This is an optimization exercise on Yosys and OpenROAD, whose aim is small area, not a production implementation.
RTL that was checked went through simulation tests only; none was proved equivalent to the original.
Only the layout flow was run in run 2; the RTL was not checked for function there.
Power and IR drop assume default switching activity.

==> design/flow/run.sh <==
#!/bin/bash
# synth_recipe.tcl (not shown) runs the flow's synth.tcl, then flattens the netlist and writes it again
# the make line also repeats each setting of config.mk as NAME=value (left out here)
make -C /OpenROAD-flow-scripts/flow DESIGN_CONFIG=/design/flow/config.mk WORK_HOME=/design/flow/orfs CLKGATE_MAP_FILE= SYNTH_SCRIPT=/design/flow/synth_recipe.tcl finish
==> design/flow/config.mk <==
export PLATFORM = sky130hd
export DESIGN_NAME = cpu_top
export DESIGN_NICKNAME = cpu_top
export VERILOG_FILES = /design/flow/design.v
export SDC_FILE = /design/flow/constraint.sdc
export NUM_CORES = 8
export LEC_CHECK = 0
export CAP_MARGIN = 20
export CORE_MARGIN = 2
export CORE_UTILIZATION = 50
export CTS_CLUSTER_DIAMETER = 100
export CTS_CLUSTER_SIZE = 25
export GPL_ROUTABILITY_DRIVEN = 1
export PLACE_DENSITY = 0.6
export SLEW_MARGIN = 20
==> design/flow/constraint.sdc <==
create_clock -name core_clock -period 12.0 [get_ports {clk_i}]
set_input_delay 2.4000 -clock core_clock [delete_from_list [all_inputs] [get_ports {clk_i}]]
set_output_delay 2.4000 -clock core_clock [all_outputs]
set_load 0.01 [all_outputs]
==> design/flow/design.v <==
`default_nettype none
package cpu_pkg;
    typedef logic [32-1:0]                word_t;
    typedef logic [32-1:0]                instr_t;
    typedef logic [5-1:0]              reg_addr_t;
    typedef logic [$clog2(32)-1:0]  mem_index_t;    
    typedef logic [7:0]                          byte_t;
    typedef logic [$clog2(32/8)-1:0]      lane_t;
    typedef enum logic [1:0] {
        LOAD_IDLE,       
        LOAD_FILL,       
        LOAD_RUN         
    } load_state_t;
    typedef enum logic [1:0] {ALU_ADD, ALU_SUB, ALU_AND, ALU_OR} alu_op_t;
    typedef enum logic [1:0] {FWD_REG, FWD_EX_MEM, FWD_MEM_WB} fwd_sel_t;
    typedef struct packed {
        alu_op_t alu_op;
        logic    alu_src_imm;    
        logic    reg_write;
        logic    mem_read;
        logic    mem_write;
        logic    mem_to_reg;     
    } ctrl_t;
    typedef struct packed {
        ctrl_t     ctrl;
        word_t     rs1_data;
        word_t     rs2_data;
        word_t     imm;
        reg_addr_t rs1;
        reg_addr_t rs2;
        reg_addr_t rd;
    } id_ex_t;
    typedef struct packed {
        ctrl_t     ctrl;
        word_t     alu_result;   
        word_t     store_data;
        reg_addr_t rd;
    } ex_mem_t;
    typedef struct packed {
        logic      reg_write;
        reg_addr_t rd;
        word_t     data;
    } wb_t;
endpackage
`default_nettype wire
`timescale 1ns/1ps
`default_nettype none
module cpu_top (
    input  logic       clk_i,
    input  logic       reset,
    input  logic [7:0] instr_i,
    input  logic       data_or_reg_i,    
    input  logic [4:0] address_i,
    input  logic [1:0] vout_addr_i,
    output logic [7:0] value_o
);
    localparam int N = 31;                     
    localparam logic [1:0] ST_IDLE = 2'd0,     
                           ST_FILL = 2'd1,     
                           ST_RUN  = 2'd2,     
                           ST_DONE = 2'd3;     
    logic [1:0]  st_q;
    logic [1:0]  ph_q;           
    logic        started_q;      
    logic        lastx_q;        
    logic [31:0] w_q;            
    logic [5:0]  key_q;          
    logic        tv_q;           
    logic        fill, mode, clear;
    logic [7:0]  fbyte;
    assign fill  = (st_q == ST_FILL) && (instr_i != 8'hFF);
    assign fbyte = fill ? instr_i : 8'h00;
    assign mode  = (st_q == ST_DONE);
    assign clear = !started_q;
    always_ff @(posedge clk_i or posedge reset) begin
        if (reset) begin
            st_q      <= ST_IDLE;
            ph_q      <= 2'd0;
            started_q <= 1'b0;
            lastx_q   <= 1'b0;
        end else begin
            ph_q <= (st_q == ST_IDLE) ? 2'd0 : ph_q + 2'd1;
            if (st_q != ST_IDLE && ph_q == 2'd3) started_q <= 1'b1;
            case (st_q)
                ST_IDLE: if (instr_i == 8'hFE) st_q <= ST_FILL;
                ST_FILL: if (instr_i == 8'hFF) st_q <= ST_RUN;
                ST_RUN: begin
                    if (ph_q == 2'd0) lastx_q <= 1'b1;
                    if (ph_q == 2'd1 && lastx_q) st_q <= ST_DONE;
                end
                default: ;
            endcase
        end
    end
    always_ff @(posedge clk_i) begin
        w_q <= {fbyte, w_q[31:8]};
    end
    logic [31:0]  val_q [N];
    logic [5:0]   tag_q [N];
    logic [N-1:0] vld_q;
    logic [N-1:0] hit, kill;
    logic [5:0]   key, new_tag, next_key;
    logic [31:0]  look, new_val, a;
    logic         wr, w3;
    always_ff @(posedge clk_i) begin
        val_q[0] <= w3 ? look : val_q[N-1];
        val_q[1] <= wr ? new_val : val_q[0];
        tag_q[0] <= tag_q[N-1];
        tag_q[1] <= wr ? new_tag : tag_q[0];
        for (int p = 2; p < N; p++) begin
            val_q[p] <= val_q[p-1];
            tag_q[p] <= tag_q[p-1];
        end
        vld_q <= {vld_q[N-2:1] & ~kill[N-2:1],
                  wr | (vld_q[0] & ~kill[0]),
                  !w3 && vld_q[N-1] && !kill[N-1]};
    end
    assign a   = val_q[0];
    assign key = mode ? {data_or_reg_i, address_i} : key_q;
    always_comb begin
        look = '0;
        for (int p = 0; p < N; p++) begin
            hit[p] = vld_q[p] && (tag_q[p] == key);
            look   = look | ({32{hit[p]}} & val_q[p]);
        end
    end
    assign kill = ({hit[N-1:2], 1'b0, hit[0]} & {N{tv_q}}) | {N{clear}};
    logic [6:0] opc3;
    logic       is_lw3;
    logic [6:0] asum3;
    assign opc3   = w_q[14:8];                           
    assign is_lw3 = (opc3 == 7'b0000011);
    assign asum3  = look[6:0] + {fbyte[2:0], w_q[31:28]};    
    assign w3     = (ph_q == 2'd3) && (opc3 != 7'd0);        
    logic [6:0]  opc;
    logic [2:0]  f3;
    logic [4:0]  rd;
    logic        is_addi, is_r, is_lw, is_sw, is_sub, is_and, is_or;
    logic [31:0] imm_i, bop, sum;
    logic [6:0]  asum0;
    assign opc = w_q[6:0];
    assign f3  = w_q[14:12];
    assign rd  = w_q[11:7];
    assign is_addi = (opc == 7'b0010011) && (f3 == 3'b000);
    assign is_r    = (opc == 7'b0110011) && (f3 == 3'b000 || f3 == 3'b111 || f3 == 3'b110);
    assign is_lw   = (opc == 7'b0000011);
    assign is_sw   = (opc == 7'b0100011);
    assign is_sub  = is_r && (f3 == 3'b000) && w_q[30];
    assign is_and  = is_r && (f3 == 3'b111);
    assign is_or   = is_r && (f3 == 3'b110);
    assign imm_i = {{20{w_q[31]}}, w_q[31:20]};
    assign bop   = is_r ? (is_sub ? ~look : look) : imm_i;
    assign sum   = a + bop + {31'd0, is_sub};
    assign asum0 = a[6:0] + {w_q[26:25], w_q[11:7]};   
    always_comb begin
        if (is_lw || is_sw) new_val = look;
        else if (is_and)    new_val = a & look;
        else if (is_or)     new_val = a | look;
        else                new_val = sum;
    end
    assign new_tag = is_sw ? {1'b0, asum0[6:2]} : {1'b1, rd};
    assign wr      = started_q && (ph_q == 2'd0) &&
                     (((is_addi || is_r || is_lw) && rd != 5'd0) || is_sw);
    always_comb begin
        case (ph_q)
            2'd2:    next_key = {1'b1, fbyte[3:0], w_q[31]};                 
            2'd3:    next_key = is_lw3 ? {1'b0, asum3[6:2]}                  
                                       : {1'b1, fbyte[0], w_q[31:28]};       
            default: next_key = new_tag;                                     
        endcase
    end
    always_ff @(posedge clk_i) begin
        key_q <= next_key;
        tv_q  <= wr;
    end
    assign value_o = mode ? look[{vout_addr_i, 3'b000} +: 8] : 8'h00;
endmodule
`default_nettype wire
==> out/results.ini, run 1 <==
[floorplanning]
fp.dieArea_sq_mm=0.07917
die_width_microns=281.4
die_y_microns=281.4
start_util_pct=50.56
pin_count=26
core_sq_mm=0.07608
num_rows=101

[yosys]
ys_types=78
synthTopCellsByArea=dfxtp_1 65%, a22oi_1 5.9%, xor2_1 3.0%, xnor2_1 2.7%, ha_1 1.6%
ys_ff_latch=1254
synthesis.nets=3227
syn_inst=3158
post-synth-top-count-cell=dfxtp_1
synth_top_area_cell=dfxtp_1
avgSynthCellArea_sq_um=12.18
synth_area_sq_mm=0.03847
async_reset_ff_share_pct=0.4785
yosys.area.top_type_share_pct=64.95
yosys_warnings=3
synthFlopType=dfxtp_1
yosysSeqAreaShare_pct=65.34
synth_edf_count=0
synth_commonest_cells=1248 x dfxtp_1, 301 x a22oi_1, 130 x xor2_1

[global_routing]
grt_max_degree=49
overflow=0
grt_pass1_wl_microns=171100
grtUsageTotal_pct=29.36
grt_pass1_vias=25418
antenna_found_initial=1

[clock_network]
post-cts-setup-buffer-count=0
clk_latency_ns=0.65
htree_levels=2
cts-root-buf=clkbuf_16
cts_sinks=1254
cts_tree=yes
ctsHoldBuffers=0
clk_path_buf_depth=3
cts_resized=0
cts_made_buffers=56
clk_pin_slew_worst_paths_ns=0.10

[finish]
final_area_sq_mm=0.04106
drive_above_1_share_pct=6.893
ff_latch_area_sq_mm=0.02513
layout.nets=3185
final_util_pct=53.97
fillers=6443
synthToLayoutAreaGrowth_pct=6.740
multiInputGateArea_sq_mm=0.01235

[power]
p_leak_nw=15.85
powerDensity_mw_per_mm2=190.2
design_power_total_mw=7.808
irDropWorstVdd_mv=0.2040

[timing]
clock.fmax_mhz=98.12
whs_ns=0.3373
fin_crit_sh_pct=84.93
period_minus_slack_ns=10.19
maxSlewViolCount=0
grt_setup_unrepaired=no
fin_tns_setup_ns=0
fin_skew_ns=0.01918
tightest_slew_ns=1.044
finalSetupViolations=0
max-slew-margin-rel_pct=30.40
hold_viol=0

[detailed_routing]
drc=0
viasPerCell=6.187
ant_nets=0
wl_per_cell_microns=28.42
vias=25676
drtIter0Drc=3083
wl_microns=117900
dr.pass1.iters=6

[min_path]
min_path_cells=0
hold_class=flop to flop

[placement]
placed_cell_area_sq_mm=0.03959
port_buffers=25
place.detailed.hpwl_microns=73450
gp_congestion=0.9140

[run_status]
outcome=complete, no violations

[critical_path]
cp-end-kind=output pin
crit_fanout=19
required_ns=9.60
start_kind=primary input
worstPathArrival_ns=7.79
critical_path_class=primary input to output pin
reg2reg_depth=28

[run]
maxCapViolations=0

## layout by cell type (no fill, tap or decap), drive strengths merged, types with 60 or more instances in the layout
cell and count:
a21oi 94, a221oi 65, a22o 68, a22oi 301, clkbuf 60, dfxtp 1248, nand2 125, nand3 109
o21ai 86, xnor2 117, xor2 130
## metal layers
metal  global-route usage (%)  up-vias  wire [microns]
met4                    10.68        2            4316
met1                    40.61    12814           51060
met3                    5.295      249            9914
met2                    46.14     1316           52620
li1                         -    11295               -
met5                        0        -              13
## kinds of logic (layout without fill, tap and decap cells)
| kind of cell | after synthesis | count (layout) | share of synthesized area (%) |
|---|---|---|---|
| AOI/OAI and AO/OA | 772 | 772 | 14.72 |
| xor gates and xnor gates | 247 | 247 | 5.624 |
| adders and majority gates | 52 | 52 | 1.724 |
| buffers and inverters | 217 | 178 | 2.862 |
| DFF | 1254 | 1254 | 65.34 |
| muxes | 48 | 48 | 1.695 |
| other | 0 | 1 | 0 |
| and+or+nand+nor | 568 | 568 | 8.034 |
## stage by stage
stage,cells,worst slack (ns)
after floorplan,3158,4.182
after global placement,4088,1.756
after detailed placement,4088,1.759
after CTS,4149,1.809
after global routing,4149,1.695
final,4150,1.809
## worst paths after layout
| path | from | endpoint | slack [ns] |
|---|---|---|---|
| worst max-delay path | address_i[0] | value_o[3] | 1.81 |
| worst min register to register | w_q[16]$_DFF_P_ | w_q[8]$_DFF_P_ | 0.34 |
| worst max register to register | st_q[0]$_DFFE_PP0P_ | val_q[1][24]$_DFF_P_ | 3.49 |
| min in group asynchronous | reset | started_q$_DFFE_PP0P_ | 1.96 |
| worst min-delay path | w_q[16]$_DFF_P_ | w_q[8]$_DFF_P_ | 0.34 |
| max in group asynchronous | reset | st_q[0]$_DFFE_PP0P_ | 9.82 |
## critical path: stages
cell and delay (ns):
clkdlybuf4s50_1 0.45, mux2i_4 0.72, buf_4 0.31, xnor2_1 0.07, nor3_1 0.66, and2_2 0.87
buf_4 0.43, a22oi_1 0.11, nand4_1 0.14, or4_1 0.45, mux4_2 0.39, and2_1 0.14
clkdlybuf4s50_1 0.56
## registers in the layout, summed over array words and instances (netlist names)
name       cells
w_q           32
started_q      1
key_q          6
ph_q           2
st_q           2
vld_q         31
tag_q        186
val_q        992
lastx_q        1
tv_q           1
## where the power goes
group          internal, mW  switching [mW]
Sequential             4.44           0.189
Combinational         0.415           0.658
Clock                 0.861            1.25
## final cells by class
type / instances / share of cell area [%]
repair buffers: 79 / 1.627
multi-input cells: 1687 / 30.09
clock inverters: 1 / 0.04876
inverters: 38 / 0.3474
clock buffers: 60 / 3.526
diodes: 1 / 0.006095
well taps: 1030 / 3.139
flip-flops and latches: 1254 / 61.22
==> run 2, diff against run 1 <==
--- a/design/flow/design.v
+++ b/design/flow/design.v
@@ -64,6 +64,7 @@
     logic        started_q;      
     logic        lastx_q;        
     logic [31:0] w_q;            
+    logic [31:0] a_q;            
     logic [5:0]  key_q;          
     logic        tv_q;           
     logic        fill, mode, clear;
@@ -100,22 +101,17 @@
     logic [N-1:0] vld_q;
     logic [N-1:0] hit, kill;
     logic [5:0]   key, new_tag, next_key;
-    logic [31:0]  look, new_val, a;
-    logic         wr, w3;
+    logic [31:0]  look, new_val;
+    logic         wr;
     always_ff @(posedge clk_i) begin
-        val_q[0] <= w3 ? look : val_q[N-1];
-        val_q[1] <= wr ? new_val : val_q[0];
-        tag_q[0] <= tag_q[N-1];
-        tag_q[1] <= wr ? new_tag : tag_q[0];
-        for (int p = 2; p < N; p++) begin
+        val_q[0] <= wr ? new_val : val_q[N-1];
+        tag_q[0] <= wr ? new_tag : tag_q[N-1];
+        for (int p = 1; p < N; p++) begin
             val_q[p] <= val_q[p-1];
             tag_q[p] <= tag_q[p-1];
         end
-        vld_q <= {vld_q[N-2:1] & ~kill[N-2:1],
-                  wr | (vld_q[0] & ~kill[0]),
-                  !w3 && vld_q[N-1] && !kill[N-1]};
+        vld_q <= {vld_q[N-2:0] & ~kill[N-2:0], wr | (vld_q[N-1] & ~kill[N-1])};
     end
-    assign a   = val_q[0];
     assign key = mode ? {data_or_reg_i, address_i} : key_q;
     always_comb begin
         look = '0;
@@ -124,14 +120,13 @@
             look   = look | ({32{hit[p]}} & val_q[p]);
         end
     end
-    assign kill = ({hit[N-1:2], 1'b0, hit[0]} & {N{tv_q}}) | {N{clear}};
+    assign kill = ({hit[N-1:1], 1'b0} & {N{tv_q}}) | {N{clear}};
     logic [6:0] opc3;
     logic       is_lw3;
     logic [6:0] asum3;
     assign opc3   = w_q[14:8];                           
     assign is_lw3 = (opc3 == 7'b0000011);
     assign asum3  = look[6:0] + {fbyte[2:0], w_q[31:28]};    
-    assign w3     = (ph_q == 2'd3) && (opc3 != 7'd0);        
     logic [6:0]  opc;
     logic [2:0]  f3;
     logic [4:0]  rd;
@@ -150,12 +145,12 @@
     assign is_or   = is_r && (f3 == 3'b110);
     assign imm_i = {{20{w_q[31]}}, w_q[31:20]};
     assign bop   = is_r ? (is_sub ? ~look : look) : imm_i;
-    assign sum   = a + bop + {31'd0, is_sub};
-    assign asum0 = a[6:0] + {w_q[26:25], w_q[11:7]};   
+    assign sum   = a_q + bop + {31'd0, is_sub};
+    assign asum0 = a_q[6:0] + {w_q[26:25], w_q[11:7]};   
     always_comb begin
         if (is_lw || is_sw) new_val = look;
-        else if (is_and)    new_val = a & look;
-        else if (is_or)     new_val = a | look;
+        else if (is_and)    new_val = a_q & look;
+        else if (is_or)     new_val = a_q | look;
         else                new_val = sum;
     end
     assign new_tag = is_sw ? {1'b0, asum0[6:2]} : {1'b1, rd};
@@ -170,6 +165,7 @@
         endcase
     end
     always_ff @(posedge clk_i) begin
+        a_q   <= look;
         key_q <= next_key;
         tv_q  <= wr;
     end
--- a/design/flow/config.mk
+++ b/design/flow/config.mk
@@ -8,8 +8,6 @@
 export CAP_MARGIN = 20
 export CORE_MARGIN = 2
 export CORE_UTILIZATION = 50
-export CTS_CLUSTER_DIAMETER = 100
-export CTS_CLUSTER_SIZE = 25
 export GPL_ROUTABILITY_DRIVEN = 1
 export PLACE_DENSITY = 0.6
 export SLEW_MARGIN = 20
==> out/results.ini, run 2 <==
[power]
p_comb_share_pct=14.1
powerDensity_mw_per_mm2=221.1
design_power_total_mw=10.03
p_leak_nw=18.13
p_sw_share_pct=27.60
p_clk_share_pct=40.2
switchingPower_mw=2.770
p_seq_share_pct=45.7
irDropWorstVdd_mv=0.2401
internal_power_mw=7.265

[yosys]
avgSynthCellArea_sq_um=11.78
synthFlopType=dfxtp_1
synth_edf_count=0
synth_area_sq_mm=0.03951
yosys.area.top_type_share_pct=64.86
ys_types=80
async_reset_ff_share_pct=0.4666
post-synth-top-count-cell=dfxtp_1
synthesis.nets=3422
ys_ff_latch=1286
syn_inst=3353
synth_top_area_cell=dfxtp_1
yosys_warnings=3
synth_commonest_cells=1280 x dfxtp_1, 244 x nand3_1, 197 x a22oi_1
synthTopCellsByArea=dfxtp_1 65%, a22oi_1 3.7%, nand3_1 3.1%, xnor2_1 2.7%, and3_1 2.4%
yosysSeqAreaShare_pct=65.24

[global_routing]
grt_max_degree=44
overflow=0
grt_pass1_wl_microns=205200
antenna_found_initial=3
grt_pass1_vias=28517
grtUsageTotal_pct=34.99

[clock_network]
post-cts-setup-buffer-count=0
cts_made_buffers=121
ctsHoldBuffers=0
cts_tree=yes
cts_resized=0
clk_pin_slew_worst_paths_ns=0.06
clk_latency_ns=0.69
cts-root-buf=clkbuf_16
clk_path_buf_depth=3
htree_levels=3
cts_sinks=1286

[timing]
clock.fmax_mhz=95.30
hold_viol=0
setup_slack_ns=1.506
fin_skew_ns=0.03663
tightest_slew_ns=1.274
finalSetupViolations=0
fin_crit_sh_pct=87.45
fin_tns_setup_ns=0
max-slew-margin-rel_pct=15.05
maxSlewViolCount=0
whs_ns=0.3240
grt_setup_unrepaired=no
period_minus_slack_ns=10.49

[detailed_routing]
dr.pass1.iters=9
m1WireLength_microns=58270
dr_wl_met2_microns=62020
route.met3.wl_microns=18100
wl_per_cell_microns=31.83
ant_nets=0
vias=29064
drc=0
drtIter0Drc=4254
top_layer=met4
viasPerCell=6.365
wl_microns=145300

[critical_path]
required_ns=9.60
cpPeakStageDelay_ns=0.83
critical_path_class=primary input to output pin
cp-end-kind=output pin
worstPathArrival_ns=8.09
slowest_stage=nor3_1
path_cells=clkdlybuf4s50_1 -> mux2i_4 -> buf_4 -> xnor2_1 -> nor3_1 -> and2_2 -> buf_4 -> a222oi_1 -> nand3_1 -> or4_1 -> mux4_2 -> and2_1 -> clkdlybuf4s50_1
crit_fanout=18
start_kind=primary input

[finish]
fillers=6532
synthToLayoutAreaGrowth_pct=14.86
largest_register_ffs=992
top_regs=val_q (992), tag_q (186)
layout.nets=3479
final_common_cell=dfxtp_1
final_cell_mix=1279 x dfxtp_1, 244 x nand3_1, 197 x a22oi_1
top_register=val_q
drive_above_1_share_pct=10.85

[floorplanning]
core_sq_mm=0.07861
pin_count=26
die_width_microns=285.1
die_y_microns=285.1
start_util_pct=50.25
fp.dieArea_sq_mm=0.08128
num_rows=103

[placement]
gp_congestion=0.9547
port_buffers=25
place.detailed.hpwl_microns=96740
dpl_worst_slack_ns=1.589

[run]
maxCapViolations=0

[min_path]
hold_class=flop to flop

[run_status]
outcome=complete, no violations

[run 2: changes by cell type after synthesis, moves of 25 or more]
| cell | before | now |
|---|---|---|
| clkbuf_1 | 78 | 114 |
| nor3_1 | 44 | 72 |
| mux2_2 | 32 | 2 |
| o21ai_0 | 85 | 41 |
| a221oi_1 | 64 | 37 |
| a2111oi_0 | 8 | 33 |
| dfxtp_1 | 1248 | 1280 |
| nand4_1 | 44 | 75 |
| and3_1 | 45 | 151 |
| xor2_1 | 130 | 103 |
| a22oi_1 | 301 | 197 |
| nand3_1 | 109 | 244 |
[run 2: through the flow]
step	cells	utilization, %	cell area [sq um]
final	4566	57.72	45380
after global placement	4336	52.31	41120
after global routing	4560	57.70	45360
after floorplan	3353	-	39510
after detailed placement	4337	52.32	41130
after CTS	4560	57.70	45360
[run 2: area by class of cell]
class                      instances  area (sq um)  area share (%)
inverter                          29         108.9          0.2399
antenna                            6         15.01         0.03309
clock buffer                     175          3553           7.831
timing repair buffer             140          1114           2.454
multi-input combinational       1832         12820           28.26
sequential                      1286         25780           56.80
tap                             1050          1314           2.895
clock inverter                    48         674.4           1.486
[run 2: power by group through the flow]
stage / Sequential (mW) / Combinational (mW) / Clock, mW
after global placement: 4.67 / 1.35 / 0
final: 4.59 / 1.41 / 4.04
after detailed placement: 4.67 / 1.37 / 0
after global routing: 4.60 / 1.46 / 4.23
after CTS: 4.58 / 1.38 / 4.05
after floorplan: 4.61 / 0.790 / 0
[run 2: worst paths after layout]
path | startpoint | to | slack (ns) | cells past startpoint
min in group asynchronous | reset | ph_q[1]$_DFF_PP0_ | 1.92 | 2
min | w_q[16]$_DFF_P_ | w_q[8]$_DFF_P_ | 0.32 | 0
max reg2reg | st_q[0]$_DFFE_PP0P_ | val_q[0][30]$_DFF_P_ | 3.31 | 24
max | address_i[1] | value_o[3] | 1.51 | 13
min reg2reg | w_q[16]$_DFF_P_ | w_q[8]$_DFF_P_ | 0.32 | 0
max in group asynchronous | reset | started_q$_DFFE_PP0P_ | 9.88 | 2
[run 2: cells by family after synthesis]
kind of cell             Yosys count  synth area share, %
flip-flops                      1286                65.24
AND/OR/NAND/NOR                  908                12.64
AO/OA/AOI/OAI                    628                11.91
buffers and inverters            235                2.793
XOR/XNOR                         225                4.988
adder cells (fa/ha/maj)           54                1.729
multiplexers                      17               0.6999
[run 2: worst max-delay path: cells and delay by family]
kind            cells  cell delay (ns)
xor+xnor            1             0.09
compound gates      1             0.18
buf+inv             4             1.88
simple gates        5             2.41
mux                 2             1.05
[run 2: metal layers]
layer / vias to the layer above / global-route usage (%)
li1: 12309 / -
met1: 14328 / 46.95
met2: 2011 / 52.35
met3: 416 / 10.35
met4: 0 / 15.54
met5: - / 0

==> afterwards: timing with drivers on the ports <==
In the flow no input, the clock included, has a driving cell. The finished layouts below were timed again as built, in two steps. Step 1 sets driving cells, clkbuf_16 on the clock port and buf_2 on the other inputs (assumed; they add their load-dependent delay and slew). Step 2, shift: input delay + t, output delay - t, t = (earliest + latest rising clock arrival at the registers) / 2. This alone moves slack from input paths to output paths. Slacks: ideal ports / drivers / drivers and shift; pairs: ideal ports / drivers.
run | t, ns | slack for setup (ns) | latest minus earliest clock arrival (ns) | slew at the worst register clock pin (ns) | pins driven straight from the clock port
run 1 | 0.706 | 1.809 / 1.786 / 1.702 | 0.020 / 0.020 | 0.10 / 0.10 | 1
run 2 | 0.746 | 1.506 / 1.467 / 1.467 | 0.039 / 0.039 | 0.07 / 0.07 | 1
After both steps every run listed still meets setup and hold. The setup slack of run 1, which loses most, moves by -0.023 ns with the drivers and by -0.107 ns with both steps.
